What follows belongs to an exercise in optimizing a design on an open flow for small area and a short achievable clock period; a production flow would make more cautious choices. The RTL was checked by simulation tests, not by an equivalence proof against the original design. Power is estimated from default activity; no workload was simulated.

== P ==
==> flow/design.v (excerpt) <==
module fifo_flags #(
  parameter int WIDTH    = fifo_flags_pkg::DEFAULT_WIDTH,
  parameter int NUM      = fifo_flags_pkg::DEFAULT_NUM,
  parameter int AF_LEVEL = NUM - 4,
  parameter int AE_LEVEL = 4
) (
  input  logic                     clk,
  input  logic                     reset_n,
  input  logic [WIDTH-1:0]         write_data,
  input  logic                     write_strobe,
  input  logic                     read_strobe,
  output logic [WIDTH-1:0]         read_data,
  output logic                     data_available,
  output logic                     full,
  output logic                     almost_full,
  output logic                     almost_empty,
  output logic [fifo_flags_pkg::cnt_bits(NUM)-1:0] count,
  output logic                     overflow,
  output logic                     underflow,
  input  logic                     err_clear
);
  localparam int CW = fifo_flags_pkg::cnt_bits(NUM);
  localparam int PW = fifo_flags_pkg::ptr_bits(NUM);
  localparam int SD = NUM - 1;             
  ...
For scale: ~2100 flip-flops, about 77000 um2 of cells after synthesis.
make LEC_CHECK=0 ABC_CLOCK_PERIOD_IN_PS=2000 CAP_MARGIN=20 CORE_MARGIN=2 CORE_UTILIZATION=50 CTS_CLUSTER_DIAMETER=60 CTS_CLUSTER_SIZE=24 SETUP_SLACK_MARGIN=3.2 SLEW_MARGIN=20 SYNTH_HIERARCHICAL=1 TNS_END_PERCENT=5 finish   # period 5.5 ns
run.sh (not shown) runs the stock make flow with config.mk's settings and CLKGATE_MAP_FILE= SYNTH_SCRIPT=/design/flow/synth_recipe.tcl, a recipe that flattens the netlist after the stock synthesis.
Here is what was changed in the inputs of Q compared with P.
Settings: a change of CTS_CLUSTER_DIAMETER from 60 to 150; a change of CTS_CLUSTER_SIZE from 24 to 30.
Results
- Per the final summary, P finished and its layout is clean on timing, DRC and antenna.
- Q finished end to end and its layout was clean on timing, DRC and antenna.
- On met2 track demand over resource in global routing, Q and P are neck and neck.
- Peak clock frequency supported by timing delta (Q − P): favourable
- Cmp Q vs P: count of antenna diodes in the layout lower in Q
- Sort Q and P by design area asc -> top: Q
- Q: deepest level of the CTS H-tree 1 below P
For R, these inputs were changed with respect to Q:
Settings: changing CTS_CLUSTER_DIAMETER from 150 to 100; changing TNS_END_PERCENT from 5 to 20.
### Flow results
R reached the final stage; the timing, DRC and antenna checks on its layout passed.
R against Q: upper clock frequency limit moved down, share of the final layout cell area in multi-input gates level, core utilization moved up.
Status: final-layout fill cell count parity (R, Q)
Changes in S relative to R:
Settings: TNS_END_PERCENT now 5, was 20; SETUP_SLACK_MARGIN now 3.0, was 3.2.
Results
S: all stages complete, timing, DRC and antenna checks passed. Footprint of the multi-input gates: S vs R down about 5%. Comparing R with S, the later-pin clock latency in the skew report came out essentially unchanged. The met1 track demand over resource in S was lower than what R gave. The maximum clock rate number comes out lower for S vs R. On sum of internal, switching and leakage power, S and R are basically level. Summary of S over R: routing usage on met2 shows a reduction of 0.41 points, area overhead of the layout relative to synthesis dropped 1.6 points, combinational power share ~0 delta, setup clock skew after layout essentially unchanged.

* * *

The RTL this note starts from:
==> flow/design.v <==
package fifo_flags_pkg;
  localparam int DEFAULT_WIDTH = 8;
  localparam int DEFAULT_NUM   = 256;
  function automatic int cnt_bits(input int num);
    cnt_bits = $clog2(num + 1);
  endfunction
  function automatic int ptr_bits(input int num);
    ptr_bits = (num < 2) ? 1 : $clog2(num);
  endfunction
endpackage
module fifo_g_sel8 (
  input  logic [7:0] s,
  input  logic [7:0] d,
  output logic       y
);
  assign y = |(s & d);
endmodule
module fifo_g_nor2 (
  input  logic a, b,
  output logic y
);
  assign y = ~(a | b);
endmodule
module fifo_g_nand2 (
  input  logic a, b,
  output logic y
);
  assign y = ~(a & b);
endmodule
module fifo_g_and2 (
  input  logic a, b,
  output logic y
);
  assign y = a & b;
endmodule
module fifo_g_mux2i (
  input  logic a0, a1, s,
  output logic y
);
  assign y = ~(s ? a1 : a0);
endmodule
module fifo_ptr_wrap (
  input  logic [255:0] sel,
  input  logic [255:0] d,
  output logic         yn
);
  logic [31:0] p;    
  logic [15:0] q;    
  logic [7:0]  r;    
  logic [3:0]  s;    
  logic [1:0]  t;    
  for (genvar i = 0; i < 32; i++) begin : g_p
    fifo_g_sel8 u (.s(sel[8*i +: 8]), .d(d[8*i +: 8]), .y(p[i]));
  end
  for (genvar i = 0; i < 16; i++) begin : g_q
    fifo_g_nor2 u (.a(p[2*i]), .b(p[2*i+1]), .y(q[i]));
  end
  for (genvar i = 0; i < 8; i++) begin : g_r
    fifo_g_nand2 u (.a(q[2*i]), .b(q[2*i+1]), .y(r[i]));
  end
  for (genvar i = 0; i < 4; i++) begin : g_s
    fifo_g_nor2 u (.a(r[2*i]), .b(r[2*i+1]), .y(s[i]));
  end
  for (genvar i = 0; i < 2; i++) begin : g_t
    fifo_g_nand2 u (.a(s[2*i]), .b(s[2*i+1]), .y(t[i]));
  end
  fifo_g_nor2 u_y (.a(t[0]), .b(t[1]), .y(yn));
endmodule
module fifo_cnt_next #(
  parameter int CW       = 9,
  parameter int NUM      = 256,
  parameter int AF_LEVEL = 252,
  parameter int AE_LEVEL = 4
) (
  input  logic [CW-1:0] count,
  output logic [CW-1:0] up,
  output logic [CW-1:0] dn,
  output logic          c_m1,        
  output logic          c_le_ae_m1,  
  output logic          c_ae,        
  output logic          c_ae_p1,     
  output logic          c_af_m1,     
  output logic          c_af,        
  output logic          c_ge_af_p1   
);
  assign up         = count + CW'(1);
  assign dn         = count - CW'(1);
  assign c_m1       = (count == CW'(NUM - 1));
  assign c_le_ae_m1 = (count <= CW'(AE_LEVEL - 1));
  assign c_ae       = (count == CW'(AE_LEVEL));
  assign c_ae_p1    = (count == CW'(AE_LEVEL + 1));
  assign c_af_m1    = (count == CW'(AF_LEVEL - 1));
  assign c_af       = (count == CW'(AF_LEVEL));
  assign c_ge_af_p1 = (count >= CW'(AF_LEVEL + 1));
endmodule
module fifo_pv_next (
  input  logic write_strobe,
  input  logic read_strobe,
  input  logic data_available,
  input  logic full,
  input  logic c_1,
  output logic pv_next
);
  assign pv_next = write_strobe & data_available & (~full | read_strobe) & ~(read_strobe & c_1);
endmodule
module fifo_head_next (
  input  logic sr_n,
  input  logic alt,
  input  logic ld_sr,
  output logic y
);
  assign y = ld_sr ? ~sr_n : alt;
endmodule
module fifo_flags #(
  parameter int WIDTH    = fifo_flags_pkg::DEFAULT_WIDTH,
  parameter int NUM      = fifo_flags_pkg::DEFAULT_NUM,
  parameter int AF_LEVEL = NUM - 4,
  parameter int AE_LEVEL = 4
) (
  input  logic                     clk,
  input  logic                     reset_n,
  input  logic [WIDTH-1:0]         write_data,
  input  logic                     write_strobe,
  input  logic                     read_strobe,
  output logic [WIDTH-1:0]         read_data,
  output logic                     data_available,
  output logic                     full,
  output logic                     almost_full,
  output logic                     almost_empty,
  output logic [fifo_flags_pkg::cnt_bits(NUM)-1:0] count,
  output logic                     overflow,
  output logic                     underflow,
  input  logic                     err_clear
);
  localparam int CW = fifo_flags_pkg::cnt_bits(NUM);
  localparam int PW = fifo_flags_pkg::ptr_bits(NUM);
  localparam int SD = NUM - 1;             
  localparam int HW = 1 << (PW / 2);       
  localparam int LW = 1 << (PW - PW / 2);  
  logic [WIDTH-1:0] sr [SD];
  logic [WIDTH-1:0] head;
  logic [WIDTH-1:0] pend;
  logic             pend_v;
  localparam int NEN = 2 * WIDTH;           
  localparam int SEG = (SD + 1) / 2;        
  logic [NEN-1:0]   sr_en;
  logic [HW-1:0]    ra_hi;
  logic [LW-1:0]    ra_lo;
  logic             sr_empty;    
  logic [CW-1:0] cnt_up, cnt_dn;
  logic c_m1, c_le_ae_m1, c_ae, c_ae_p1, c_af_m1, c_af, c_ge_af_p1;
  fifo_cnt_next #(.CW(CW), .NUM(NUM), .AF_LEVEL(AF_LEVEL), .AE_LEVEL(AE_LEVEL)) u_cnt (
    .count      (count),
    .up         (cnt_up),
    .dn         (cnt_dn),
    .c_m1       (c_m1),
    .c_le_ae_m1 (c_le_ae_m1),
    .c_ae       (c_ae),
    .c_ae_p1    (c_ae_p1),
    .c_af_m1    (c_af_m1),
    .c_af       (c_af),
    .c_ge_af_p1 (c_ge_af_p1)
  );
  logic c_0, c_1;
  assign c_0 = ~data_available;
  assign c_1 = data_available & sr_empty & ~pend_v;
  logic rd_acc, wr_acc, inc, dec;
  assign rd_acc = read_strobe & data_available;
  assign wr_acc = write_strobe & (~full | read_strobe);
  assign inc    = wr_acc & ~rd_acc;
  assign dec    = rd_acc & ~wr_acc;
  always_ff @(posedge clk) begin
    pend <= write_data;
    for (int b = 0; b < WIDTH; b++) begin
      if (sr_en[2*b]) sr[0][b] <= pend[b];
      for (int i = 1; i < SD; i++) begin
        if (sr_en[2*b + i / SEG]) sr[i][b] <= sr[i-1][b];
      end
    end
  end
  logic [HW*LW-1:0] rsel;
  logic [WIDTH-1:0] sr_out_n;
  for (genvar i = 0; i < HW * LW; i++) begin : g_sel
    fifo_g_and2 u_dec (.a(ra_hi[i / LW]), .b(ra_lo[i % LW]), .y(rsel[i]));
  end
  for (genvar b = 0; b < WIDTH; b++) begin : g_bit
    logic [HW*LW-1:0] d;
    for (genvar i = 0; i < HW * LW; i++) begin : g_ent
      if (i < SD) begin : g_used
        assign d[i] = sr[i][b];
      end else begin : g_unused
        assign d[i] = 1'b0;
      end
    end
    fifo_ptr_wrap u_rd (.sel(rsel), .d(d), .yn(sr_out_n[b]));
  end
  logic             ld_wd, ld_sr, ld_p;
  logic [WIDTH-1:0] alt, head_d;
  assign ld_wd   = (c_0 & write_strobe) | (c_1 & read_strobe);
  assign ld_sr   = read_strobe & ~sr_empty;
  assign ld_p    = read_strobe & sr_empty & pend_v;
  assign alt     = ld_wd ? write_data : (ld_p ? pend : head);
  for (genvar b = 0; b < WIDTH; b++) begin : g_head
    fifo_head_next u_mux (.sr_n(sr_out_n[b]), .alt(alt[b]), .ld_sr(ld_sr), .y(head_d[b]));
  end
  always_ff @(posedge clk) begin
    head <= head_d;
  end
  assign read_data = head;
  logic [NEN:0] pv_next;
  for (genvar k = 0; k <= NEN; k++) begin : g_pv
    fifo_pv_next u_pv (
      .write_strobe   (write_strobe),
      .read_strobe    (read_strobe),
      .data_available (data_available),
      .full           (full),
      .c_1            (c_1),
      .pv_next        (pv_next[k])
    );
  end
  always_ff @(posedge clk or negedge reset_n) begin
    if (!reset_n) begin
      pend_v   <= 1'b0;
      sr_en    <= '0;
      ra_hi    <= HW'(1) << (HW - 1);
      ra_lo    <= LW'(1) << (LW - 1);
      sr_empty <= 1'b1;
    end else begin
      pend_v <= pv_next[NEN];
      sr_en  <= pv_next[NEN-1:0];
      if (pend_v & ~read_strobe) begin
        ra_lo    <= {ra_lo[LW-2:0], ra_lo[LW-1]};
        if (ra_lo[LW-1]) ra_hi <= {ra_hi[HW-2:0], ra_hi[HW-1]};
        sr_empty <= 1'b0;
      end else if (~pend_v & read_strobe & ~sr_empty) begin
        ra_lo    <= {ra_lo[0], ra_lo[LW-1:1]};
        if (ra_lo[0]) ra_hi <= {ra_hi[0], ra_hi[HW-1:1]};
        sr_empty <= ra_hi[0] & ra_lo[0];
      end
    end
  end
  always_ff @(posedge clk or negedge reset_n) begin
    if (!reset_n) begin
      count          <= '0;
      data_available <= 1'b0;
      full           <= 1'b0;
      almost_full    <= 1'b0;
      almost_empty   <= 1'b1;
    end else begin
      if (inc) count <= cnt_up;
      else if (dec) count <= cnt_dn;
      data_available <= ~(~write_strobe & (c_0 | (c_1 & read_strobe)));
      full           <= (full & ~dec) | (c_m1 & inc);
      almost_full    <= c_ge_af_p1 | (c_af & ~dec) | (c_af_m1 & inc);
      almost_empty   <= c_le_ae_m1 | (c_ae & ~inc) | (c_ae_p1 & dec);
    end
  end
  always_ff @(posedge clk or negedge reset_n) begin
    if (!reset_n) begin
      overflow  <= 1'b0;
      underflow <= 1'b0;
    end else if (err_clear) begin
      overflow  <= 1'b0;
      underflow <= 1'b0;
    end else begin
      if (write_strobe & ~wr_acc) overflow  <= 1'b1;
      if (read_strobe & ~rd_acc)  underflow <= 1'b1;
    end
  end
endmodule
==> flow/config.mk <==
export PLATFORM = sky130hd
export DESIGN_NAME = fifo_flags
export DESIGN_NICKNAME = fifo_flags
export VERILOG_FILES = /design/flow/design.v
export SDC_FILE = /design/flow/constraint.sdc
export NUM_CORES = 4
export LEC_CHECK = 0
export ABC_CLOCK_PERIOD_IN_PS = 2000
export CAP_MARGIN = 20
export CORE_MARGIN = 2
export CORE_UTILIZATION = 55
export CTS_CLUSTER_DIAMETER = 100
export CTS_CLUSTER_SIZE = 30
export SETUP_SLACK_MARGIN = 3.2
export SLEW_MARGIN = 20
export SYNTH_HIERARCHICAL = 1
export TNS_END_PERCENT = 5
==> flow/constraint.sdc <==
create_clock -name core_clock -period 5.5 [get_ports {clk}]
set_input_delay 1.1000 -clock core_clock [delete_from_list [all_inputs] [get_ports {clk}]]
set_output_delay 1.1000 -clock core_clock [all_outputs]
set_load 0.01 [all_outputs]
Edit:
- CORE_UTILIZATION: 55 -> 50
The changed run finished with timing, DRC and antenna clean.
Power grows by 0.41%.
First-iteration DRC count is lower by about 8%.
Synthesized area is unchanged.
Via count falls by about 0.66%.
Global-route usage came out lower by 2.9 points.
Synthesized cell count does not change.
Cell count rose by 2.9%.
Worst setup slack gains 0.028 ns.
Edit:
- CORE_UTILIZATION: 50 -> 60
=> The changed run ran to the end with no violations. Via count is higher by 1.5%. Power drops by about 0.75%. Synthesized area stays the same. Clock skew decreases by 0.0074 ns. Register-to-register slack loses 0.03 ns. Die area fell by about 17%.

[separate check: timing with driven ports]
Ports are ideal in the flow. The routed layouts listed here were re-timed in OpenROAD. Step 1, drivers: a clkbuf_16 drives clk and a buf_2 each remaining input, both assumed. Step 2 moves the port delays by t, midway between the first and last clock arrival at a register: inputs arrive t later, outputs are due t later. That takes back most of the time a late clock gives input paths. Three values: ideal, step 1, step 2; two values: the first two.
| run | t, ns | setup slack, ns | worst setup path at the end | worst slew at a driven data input, ns | pins driven straight from the clock port |
|---|---|---|---|---|---|
| P | 0.855 | 3.009 / 2.926 / 2.353 | input to register | 0.04 | 1 |
| Q | 0.796 | 3.036 / 2.957 / 2.371 | input to register | 0.04 | 1 |
| R | 0.797 | 3.027 / 2.975 / 2.455 | input to register | 0.04 | 1 |
| S | 0.799 | 2.901 / 2.872 / 2.382 | input to register | 0.04 | 1 |
| the first run of note 2 | 0.796 | 3.009 / 2.944 / 2.323 | input to register | 0.09 | 1 |
| the second run of note 2 | 0.792 | 3.037 / 2.968 / 2.369 | input to register | 0.04 | 1 |
| the third run of note 2 | 0.780 | 3.008 / 2.982 / 2.373 | input to register | 0.06 | 1 |
After both steps setup and hold are still met in every run listed. The setup slack of the first run of note 2, which loses most, moves by -0.065 ns with the drivers and by -0.686 ns with both steps.
